What follows belongs to an exercise in optimizing a design on an open flow for small area, a short achievable clock period and few clock cycles per item; a production flow would make more cautious choices. RTL that was checked went through simulation tests only; none was proved equivalent to the original. No activity file was given, so power comes from the tool's default toggle rates.

job 9785:
## point_in_polygon_crossing_unit
module point_in_polygon_crossing_unit #(
  parameter int unsigned CoordBits = pipcu_pkg::COORD_BITS_DEFAULT
) (
  input  logic                        clk_i,
  input  logic                        rst_ni,
  input  logic                        push,
  output logic                        full,
  input  logic signed [CoordBits-1:0] point_x_i,
  input  logic signed [CoordBits-1:0] point_y_i,
  input  logic signed [CoordBits-1:0] start_x_i,
  input  logic signed [CoordBits-1:0] start_y_i,
  input  logic signed [CoordBits-1:0] end_x_i,
  input  logic signed [CoordBits-1:0] end_y_i,
  input  logic                        last_edge_i,
  output logic                        empty,
  input  logic                        pop,
  output logic                        inside_res_o
);
  localparam int unsigned ResDepth = pipcu_pkg::QUEUE_DEPTH;
  localparam int unsigned CntW     = $clog2(ResDepth + 1);
  logic signed [CoordBits:0] dif_a, dif_b, dif_c, dif_d;
  logic                      px_lt_ex, px_eq_ex, ey_lt_py, ey_eq_py;
  logic                      busy;
  logic                      res_room;
  logic                      res_push;
  logic                      res_bit;
  logic [CntW-1:0]           res_count;
  pipcu_pkg::fifo_stat_t     res_stat;
  pipcu_front #(
    .CoordBits (CoordBits)
  ) u_front (
    .point_x_i (point_x_i),
    .point_y_i (point_y_i),
    .start_x_i (start_x_i),
    .start_y_i (start_y_i),
    .end_x_i   (end_x_i),
    .end_y_i   (end_y_i),
    .dif_a_o   (dif_a),
    .dif_b_o   (dif_b),
    .dif_c_o   (dif_c),
    .dif_d_o   (dif_d),
  ...
Settings: LEC_CHECK=0, CAP_MARGIN=20, CORE_MARGIN=2, CORE_UTILIZATION=40, SETUP_SLACK_MARGIN=5, SLEW_MARGIN=20; clock period 10.0 ns.
run.sh (not shown) runs the stock make flow with config.mk's settings and CLKGATE_MAP_FILE= SYNTH_SCRIPT=/design/flow/synth_recipe.tcl, a recipe that flattens the netlist after the stock synthesis.
Job 9785 was carried through to the last stage, and its layout satisfied the timing, DRC and antenna checks.
Testbench counts of job 9785, summed over its fixed seeds: cycles 23,339, items 16,856.
The inputs of job 1253 differ from those of job 9785 as listed below.
# job 9785
export LEC_CHECK = 0
export CAP_MARGIN = 20
export CORE_MARGIN = 2
export CORE_UTILIZATION = 40
export SETUP_SLACK_MARGIN = 5
export SLEW_MARGIN = 20
create_clock -name core_clock -period 10.0 [get_ports {clk_i}]
# job 1253
export LEC_CHECK = 0
export CAP_MARGIN = 20
export CORE_MARGIN = 2
export CORE_UTILIZATION = 40
export SLEW_MARGIN = 20
create_clock -name core_clock -period 10.0 [get_ports {clk_i}]
Results
Sort job 1253 and job 9785 by maximum frequency from static timing analysis desc -> top: job 9785. Delta(critical path depth, job 1253 - job 9785) < 0. Worst slew margin relative to its limit was lower in the run labelled job 1253. Peak fanout along the critical path: higher on job 1253. Summary of job 1253 over job 9785: maximum number of pins on one net before global-route repair about even; via count lower; clock network power share now larger; total chip power fell 1.5%; detailed-route wire length per cell saw a decrease. end_x_i[0] as the launch point of the critical path was reported by job 9785, and u_back.c_q[1] by job 1253. Relative to job 9785, sequential share of layout area has gone up in job 1253. Summary: routed wire length, job 1253 better than job 9785.
Input changes introduced in job 152 (baseline for comparison: job 1253):
==> flow/flow/run.sh (new file) <==
#!/bin/bash
set -euo pipefail
MARGIN=$(cat flow/margin.txt)
bash standard.sh SETUP_SLACK_MARGIN=$MARGIN finish > standard_flow.log 2>&1
==> flow/flow/margin.txt (new file) <==
6.5
==> flow/standard.sh (new file) <==
#!/bin/bash
# synth_recipe.tcl (not shown) runs the flow's synth.tcl, then flattens the netlist and writes it again
# the make line also repeats each setting of config.mk as NAME=value (left out here)
make -C /OpenROAD-flow-scripts/flow DESIGN_CONFIG=/design/flow/config.mk WORK_HOME=/design/flow/orfs CLKGATE_MAP_FILE= SYNTH_SCRIPT=/design/flow/synth_recipe.tcl "${@:-finish}"
removed: flow/run.sh
Notes after the runs:
Job 152 completed every stage of the flow, and the final layout passed the timing, DRC and antenna checks. Relative to job 1253, the period utilization of job 152 is lower by 15 points. Job 1253 vs job 152, leading cell type in the layout, fill and taps excluded: ha_1 vs buf_4. In the flow results for job 152 and job 1253, the register-to-register slack is smaller on job 1253. [job 152] net switching power rose 0.26 mW relative to job 1253.

Another version of the RTL of point_in_polygon_crossing_unit (not shown whole).
Size in the first run: roughly 2,200 cells after synthesis, ~160 flip-flops, roughly 200 I/O pins, roughly 18,000 um^2 of cells after synthesis.
Settings: LEC_CHECK=0, CAP_MARGIN=20, CORE_MARGIN=2, CORE_UTILIZATION=40, SLEW_MARGIN=20; clock period 10.0 ns.
standard.sh (not shown) runs the stock make flow with config.mk's settings and CLKGATE_MAP_FILE= SYNTH_SCRIPT=/design/flow/synth_recipe.tcl, a recipe that flattens the netlist after the stock synthesis.
==> flow/flow/run.sh <==
#!/bin/bash
# The standard layout (standard synthesis, constraint.sdc and clock period unchanged), with
# the port buffers that global placement inserts made of the smallest plain buffer, and timing
# repair aiming at the setup margin in margin.txt.
set -euo pipefail
bash standard.sh "BUFFER_PORTS_ARGS=-buffer_cell $(cat flow/port_buffer.txt)" \
  "SETUP_SLACK_MARGIN=$(cat flow/margin.txt)" finish > standard_flow.log 2>&1
==> flow/flow/margin.txt <==
5.4
==> flow/flow/port_buffer.txt <==
sky130_fd_sc_hd__buf_1
Testbench counts at the start, summed over its fixed seeds: cycles 23,339, items 16,856.
Then changed:
==> flow/flow/margin.txt (replaced) <==
5.2
Effect: Power drops by 1.4%. Count of clock-buffer cells in the layout drops by 1. Via count drops by 0.44%. Wire length drops by 1.0%. Global-route usage drops by 0.30 points. Synthesized cell count does not change.
Then changed:
==> flow/flow/margin.txt (replaced) <==
5.8
What happened: The new run produced a clean layout. Worst hold slack gains 3.8 ps. First-iteration DRC count came out higher by 15%. Sequential power hardly moves.
Then changed:
==> flow/flow/margin.txt (replaced) <==
5.6
CORE_UTILIZATION = 55   (was 40)
CTS_BUF_LIST = sky130_fd_sc_hd__clkbuf_8   (was default)
After rerunning: Setup slack is worse by 3.6 ps; clock power goes down by 20%; register-to-register slack improves by 30 ps; worst hold slack gets better by 7.2 ps; cell area drops by 6.1%; final cell count falls by 5.8%; total power decreases by 4.3%; maximum frequency is about the same; core utilization is higher by 14 points; via count came out lower by about 1.3%; synthesized area stays the same.
Then changed:
CORE_UTILIZATION = 40   (was 55)
CTS_BUF_LIST = default   (was sky130_fd_sc_hd__clkbuf_8)
Effect:
- The new run ran to the end with no violations
- sequential power hardly moves
- design area increases by 1.2%
- final cell count came out higher by 4.6%
- synthesized cell count stays the same
- total power is higher by 3.2%
- global-route usage came out lower by 6.0 points
- die area is higher by 37%
- sequential share of layout area came out lower by 0.23 points
- maximum frequency grows by about 0.37%
Then changed:
CTS_BUF_LIST = sky130_fd_sc_hd__clkbuf_8   (was default)
Clock skew went up by 5.5 ps; clock power went down by 24%; worst setup slack degrades by 21 ps; sequential cell count stays the same; die area does not change; routed wire length stays flat.

## violet
The RTL this note starts from:
==> flow/design.v <==
package pipcu_pkg;
  localparam int unsigned COORD_BITS_DEFAULT = 32;
  localparam int unsigned QUEUE_DEPTH = 3;
  typedef struct packed {
    logic full;
    logic empty;
  } fifo_stat_t;
endpackage
module pipcu_front #(
  parameter int unsigned CoordBits = 32
) (
  input  logic signed [CoordBits-1:0] point_x_i,
  input  logic signed [CoordBits-1:0] point_y_i,
  input  logic signed [CoordBits-1:0] start_x_i,
  input  logic signed [CoordBits-1:0] start_y_i,
  input  logic signed [CoordBits-1:0] end_x_i,
  input  logic signed [CoordBits-1:0] end_y_i,
  output logic signed [CoordBits:0]   dif_a_o,   
  output logic signed [CoordBits:0]   dif_b_o,   
  output logic signed [CoordBits:0]   dif_c_o,   
  output logic signed [CoordBits:0]   dif_d_o,   
  output logic                        px_lt_ex_o,
  output logic                        px_eq_ex_o,
  output logic                        ey_lt_py_o,
  output logic                        ey_eq_py_o
);
  assign dif_a_o = {point_x_i[CoordBits-1], point_x_i} - {start_x_i[CoordBits-1], start_x_i};
  assign dif_b_o = {point_y_i[CoordBits-1], point_y_i} - {start_y_i[CoordBits-1], start_y_i};
  assign dif_c_o = {end_x_i[CoordBits-1], end_x_i} - {start_x_i[CoordBits-1], start_x_i};
  assign dif_d_o = {end_y_i[CoordBits-1], end_y_i} - {start_y_i[CoordBits-1], start_y_i};
  assign px_lt_ex_o = (point_x_i < end_x_i);
  assign px_eq_ex_o = (point_x_i == end_x_i);
  assign ey_lt_py_o = (end_y_i < point_y_i);
  assign ey_eq_py_o = (end_y_i == point_y_i);
endmodule
module pipcu_fifo #(
  parameter int unsigned Depth = 3
) (
  input  logic                  clk_i,
  input  logic                  rst_ni,
  input  logic                  push_i,
  input  logic                  data_i,
  input  logic                  pop_i,
  output logic                  data_o,
  output logic [$clog2(Depth+1)-1:0] count_o,
  output pipcu_pkg::fifo_stat_t stat_o
);
  localparam int unsigned PtrW = (Depth > 1) ? $clog2(Depth) : 1;
  localparam int unsigned CntW = $clog2(Depth + 1);
  logic [Depth-1:0] mem_q;
  logic [PtrW-1:0]  wr_ptr_q;
  logic [PtrW-1:0]  rd_ptr_q;
  logic [CntW-1:0]  count_q;
  logic             pop_fire;
  assign stat_o.full  = (count_q == CntW'(Depth));
  assign stat_o.empty = (count_q == '0);
  assign count_o      = count_q;
  assign pop_fire     = pop_i && !stat_o.empty;
  assign data_o       = mem_q[rd_ptr_q];
  always_ff @(posedge clk_i or negedge rst_ni) begin
    if (!rst_ni) begin
      wr_ptr_q <= '0;
      rd_ptr_q <= '0;
      count_q  <= '0;
    end else begin
      if (push_i) begin
        wr_ptr_q <= (wr_ptr_q == PtrW'(Depth - 1)) ? '0 : wr_ptr_q + 1'b1;
      end
      if (pop_fire) begin
        rd_ptr_q <= (rd_ptr_q == PtrW'(Depth - 1)) ? '0 : rd_ptr_q + 1'b1;
      end
      if (push_i && !pop_fire) begin
        count_q <= count_q + 1'b1;
      end else if (pop_fire && !push_i) begin
        count_q <= count_q - 1'b1;
      end
    end
  end
  always_ff @(posedge clk_i) begin
    if (push_i) begin
      mem_q[wr_ptr_q] <= data_i;
    end
  end
endmodule
module pipcu_back #(
  parameter int unsigned CoordBits = 32
) (
  input  logic                        clk_i,
  input  logic                        rst_ni,
  input  logic                        edge_valid_i,
  input  logic                        edge_last_i,
  input  logic signed [CoordBits:0]   dif_a_i,
  input  logic signed [CoordBits:0]   dif_b_i,
  input  logic signed [CoordBits:0]   dif_c_i,
  input  logic signed [CoordBits:0]   dif_d_i,
  input  logic                        px_lt_ex_i,
  input  logic                        px_eq_ex_i,
  input  logic                        ey_lt_py_i,
  input  logic                        ey_eq_py_i,
  output logic                        busy_o,    
  output logic                        res_push_o,
  output logic                        res_bit_o
);
  localparam int unsigned W  = CoordBits + 1;    
  localparam int unsigned TW = W + 1;            
  logic                 valid_q;
  logic                 last_q;
  logic                 first_q;
  logic [6:0]           cnt_q;
  logic signed [W-1:0]  r1_q, r2_q, c_q, d_q;
  logic                 px_lt_ex_q, px_eq_ex_q, ey_lt_py_q, ey_eq_py_q;
  logic                 parity_q;
  logic signed [TW-1:0] t1, t2;
  logic                 aneg, bneg, cneg, dneg;
  logic                 t1z, t2z, az, bz, cz;
  logic                 q1, q2;
  logic                 straddle;
  logic                 a_ge_c;
  logic                 decided;
  logic                 tog;
  logic                 load;
  logic                 retire;
  assign aneg = r1_q[W-1];
  assign bneg = r2_q[W-1];
  assign cneg = c_q[W-1];
  assign dneg = d_q[W-1];
  assign az   = (r1_q == '0);
  assign bz   = (r2_q == '0);
  assign cz   = (c_q == '0);
  assign t1  = {r1_q, 1'b0} - TW'(c_q);
  assign t2  = {r2_q, 1'b0} - TW'(d_q);
  assign t1z = ({r1_q, 1'b0} == TW'(c_q));
  assign t2z = ({r2_q, 1'b0} == TW'(d_q));
  assign q1 = cneg ? (t1[TW-1] | t1z) : !t1[TW-1];
  assign q2 = dneg ? (t2[TW-1] | t2z) : !t2[TW-1];
  assign straddle = (bneg | bz) == ey_lt_py_q;
  assign a_ge_c   = cneg ? (px_lt_ex_q | px_eq_ex_q) : !px_lt_ex_q;
  always_comb begin
    decided = 1'b1;
    tog     = 1'b0;
    if (first_q && !straddle) begin
      tog = 1'b0;
    end else if (first_q && cz) begin
      tog = aneg;                              
    end else if (first_q && az) begin
      tog = !bz && !cneg;                      
    end else if (first_q && (aneg != cneg)) begin
      tog = !cneg;                             
    end else if (first_q && a_ge_c) begin
      tog = !(ey_eq_py_q && px_eq_ex_q) && cneg;   
    end else if (first_q && ey_eq_py_q) begin
      tog = !cneg;                             
    end else if (first_q && bz) begin
      tog = cneg;                              
    end else if (q1 != q2) begin
      tog = q1 ^ !cneg;
    end else if (q1 && t1z && t2z) begin
      tog = 1'b0;                              
    end else if (q1 && t1z) begin
      tog = !cneg;                             
    end else if (q1 && t2z) begin
      tog = cneg;                              
    end else if (cnt_q[6]) begin
      tog = 1'b0;                              
    end else begin
      decided = 1'b0;
    end
  end
  assign retire = valid_q && decided;
  assign load   = !valid_q || decided;
  assign busy_o = valid_q && !decided;
  always_ff @(posedge clk_i or negedge rst_ni) begin
    if (!rst_ni) begin
      valid_q  <= 1'b0;
      parity_q <= 1'b0;
    end else begin
      if (load) begin
        valid_q <= edge_valid_i;
      end
      if (retire) begin
        parity_q <= last_q ? 1'b0 : (parity_q ^ tog);
      end
    end
  end
  always_ff @(posedge clk_i) begin
    if (load) begin
      last_q     <= edge_last_i;
      first_q    <= 1'b1;
      cnt_q      <= '0;
      r1_q       <= dif_a_i;
      r2_q       <= dif_b_i;
      c_q        <= dif_c_i;
      d_q        <= dif_d_i;
      px_lt_ex_q <= px_lt_ex_i;
      px_eq_ex_q <= px_eq_ex_i;
      ey_lt_py_q <= ey_lt_py_i;
      ey_eq_py_q <= ey_eq_py_i;
    end else begin
      first_q    <= 1'b0;
      cnt_q      <= cnt_q + 1'b1;
      r1_q       <= q1 ? W'(t1) : {r1_q[W-2:0], 1'b0};
      r2_q       <= q2 ? W'(t2) : {r2_q[W-2:0], 1'b0};
    end
  end
  assign res_push_o = retire && last_q;
  assign res_bit_o  = parity_q ^ tog;
endmodule
module point_in_polygon_crossing_unit #(
  parameter int unsigned CoordBits = pipcu_pkg::COORD_BITS_DEFAULT
) (
  input  logic                        clk_i,
  input  logic                        rst_ni,
  input  logic                        push,
  output logic                        full,
  input  logic signed [CoordBits-1:0] point_x_i,
  input  logic signed [CoordBits-1:0] point_y_i,
  input  logic signed [CoordBits-1:0] start_x_i,
  input  logic signed [CoordBits-1:0] start_y_i,
  input  logic signed [CoordBits-1:0] end_x_i,
  input  logic signed [CoordBits-1:0] end_y_i,
  input  logic                        last_edge_i,
  output logic                        empty,
  input  logic                        pop,
  output logic                        inside_res_o
);
  localparam int unsigned ResDepth = pipcu_pkg::QUEUE_DEPTH;
  localparam int unsigned CntW     = $clog2(ResDepth + 1);
  logic signed [CoordBits:0] dif_a, dif_b, dif_c, dif_d;
  logic                      px_lt_ex, px_eq_ex, ey_lt_py, ey_eq_py;
  logic                      busy;
  logic                      res_room;
  logic                      res_push;
  logic                      res_bit;
  logic [CntW-1:0]           res_count;
  pipcu_pkg::fifo_stat_t     res_stat;
  pipcu_front #(
    .CoordBits (CoordBits)
  ) u_front (
    .point_x_i (point_x_i),
    .point_y_i (point_y_i),
    .start_x_i (start_x_i),
    .start_y_i (start_y_i),
    .end_x_i   (end_x_i),
    .end_y_i   (end_y_i),
    .dif_a_o   (dif_a),
    .dif_b_o   (dif_b),
    .dif_c_o   (dif_c),
    .dif_d_o   (dif_d),
    .px_lt_ex_o (px_lt_ex),
    .px_eq_ex_o (px_eq_ex),
    .ey_lt_py_o (ey_lt_py),
    .ey_eq_py_o (ey_eq_py)
  );
  assign res_room = (res_count <= CntW'(ResDepth - 2));
  assign full     = busy || !res_room;
  pipcu_back #(
    .CoordBits (CoordBits)
  ) u_back (
    .clk_i        (clk_i),
    .rst_ni       (rst_ni),
    .edge_valid_i (push && res_room),
    .edge_last_i  (last_edge_i),
    .dif_a_i      (dif_a),
    .dif_b_i      (dif_b),
    .dif_c_i      (dif_c),
    .dif_d_i      (dif_d),
    .px_lt_ex_i   (px_lt_ex),
    .px_eq_ex_i   (px_eq_ex),
    .ey_lt_py_i   (ey_lt_py),
    .ey_eq_py_i   (ey_eq_py),
    .busy_o       (busy),
    .res_push_o   (res_push),
    .res_bit_o    (res_bit)
  );
  pipcu_fifo #(
    .Depth (ResDepth)
  ) u_res_queue (
    .clk_i   (clk_i),
    .rst_ni  (rst_ni),
    .push_i  (res_push),
    .data_i  (res_bit),
    .pop_i   (pop),
    .data_o  (inside_res_o),
    .count_o (res_count),
    .stat_o  (res_stat)
  );
  assign empty = res_stat.empty;
endmodule
clock: 10.0 ns
lec_check: 0
cap_margin: 20
core_margin: 2
core_utilization: 40
setup_slack_margin: 3
slew_margin: 20
run.sh (not shown) runs the stock make flow with config.mk's settings and CLKGATE_MAP_FILE= SYNTH_SCRIPT=/design/flow/synth_recipe.tcl, a recipe that flattens the netlist after the stock synthesis.
Stock flow here: none of the scripts above is used.
Input-level comparison between sierra and violet:
# violet
export LEC_CHECK = 0
export CAP_MARGIN = 20
export CORE_MARGIN = 2
export CORE_UTILIZATION = 40
export SETUP_SLACK_MARGIN = 3
export SLEW_MARGIN = 20
create_clock -name core_clock -period 10.0 [get_ports {clk_i}]
# sierra
export LEC_CHECK = 0
export CAP_MARGIN = 20
export CORE_MARGIN = 2
export CORE_UTILIZATION = 40
export SLEW_MARGIN = 20
create_clock -name core_clock -period 10.0 [get_ports {clk_i}]
Results
- The flow did not stop early for sierra: all stages ran, and the layout cleared the timing, DRC and antenna checks.
- violet completed end to end with timing, DRC and antenna clean.
- Compared with violet, in sierra final critical path time including I/O delays and setup has increased; clock share of power has remained practically unchanged.
- Between sierra and violet, the wire length does not differ in any meaningful way.
- First-iteration DRC count delta (sierra − violet): favourable
- Reported for violet and sierra, ratio of cells with drive above 1 in the final layout turned out identical to the last digit.
No run of this note included a check of the RTL's function; only the layout flow was run.

port drivers added, routing unchanged:
How much do the figures lean on ideal ports? The routed layouts below were timed once more, with nothing changed but the port constraints.
Step 1: set_driving_cell puts a clkbuf_16 on clk_i and a buf_2 on each other input, an assumption about the parent block.
Step 2 adds t to the input delays and takes it off the output delays; t is the mean of the earliest and latest rising clock arrival at the registers after step 1. Input paths then give back, and output paths get back, about the clock's delay inside the block.
Slacks: no drivers / after step 1 / after step 2; pairs: no drivers / after step 1.
| run | shift t [ns] | slack for setup (ns) | worst setup path after step 2 | worst register clock-pin slew, ns |
|---|---|---|---|---|
| job 9785 | 0.478 | 5.050 / 5.080 / 4.602 | input to register | 0.07 / 0.07 |
| job 1253 | 0.481 | 3.885 / 3.831 / 3.956 | input to register | 0.07 / 0.07 |
| job 152 | 0.494 | 5.407 / 5.350 / 5.055 | input to register | 0.07 / 0.07 |
| the first run of note 2 | 0.492 | 5.483 / 5.429 / 5.037 | input to register | 0.07 / 0.07 |
| the second run of note 2 | 0.483 | 5.287 / 5.317 / 4.834 | input to register | 0.07 / 0.07 |
| the third run of note 2 | 0.491 | 5.605 / 5.620 / 5.128 | input to register | 0.07 / 0.07 |
| the fourth run of note 2 | 0.534 | 5.602 / 5.626 / 5.092 | input to register | 0.11 / 0.11 |
| the fifth run of note 2 | 0.504 | 5.618 / 5.654 / 5.150 | input to register | 0.07 / 0.07 |
| the sixth run of note 2 | 0.539 | 5.597 / 5.596 / 5.057 | input to register | 0.10 / 0.10 |
| violet | 0.480 | 3.434 / 3.379 / 3.859 | register to output | 0.07 / 0.07 |
| sierra | 0.479 | 3.072 / 3.018 / 3.497 | register to output | 0.07 / 0.07 |
After both steps setup and hold are still met in every run listed. For the sixth run of note 2, which loses most, drivers alone change the setup slack by -0.001 ns; drivers and shift together by -0.540 ns.
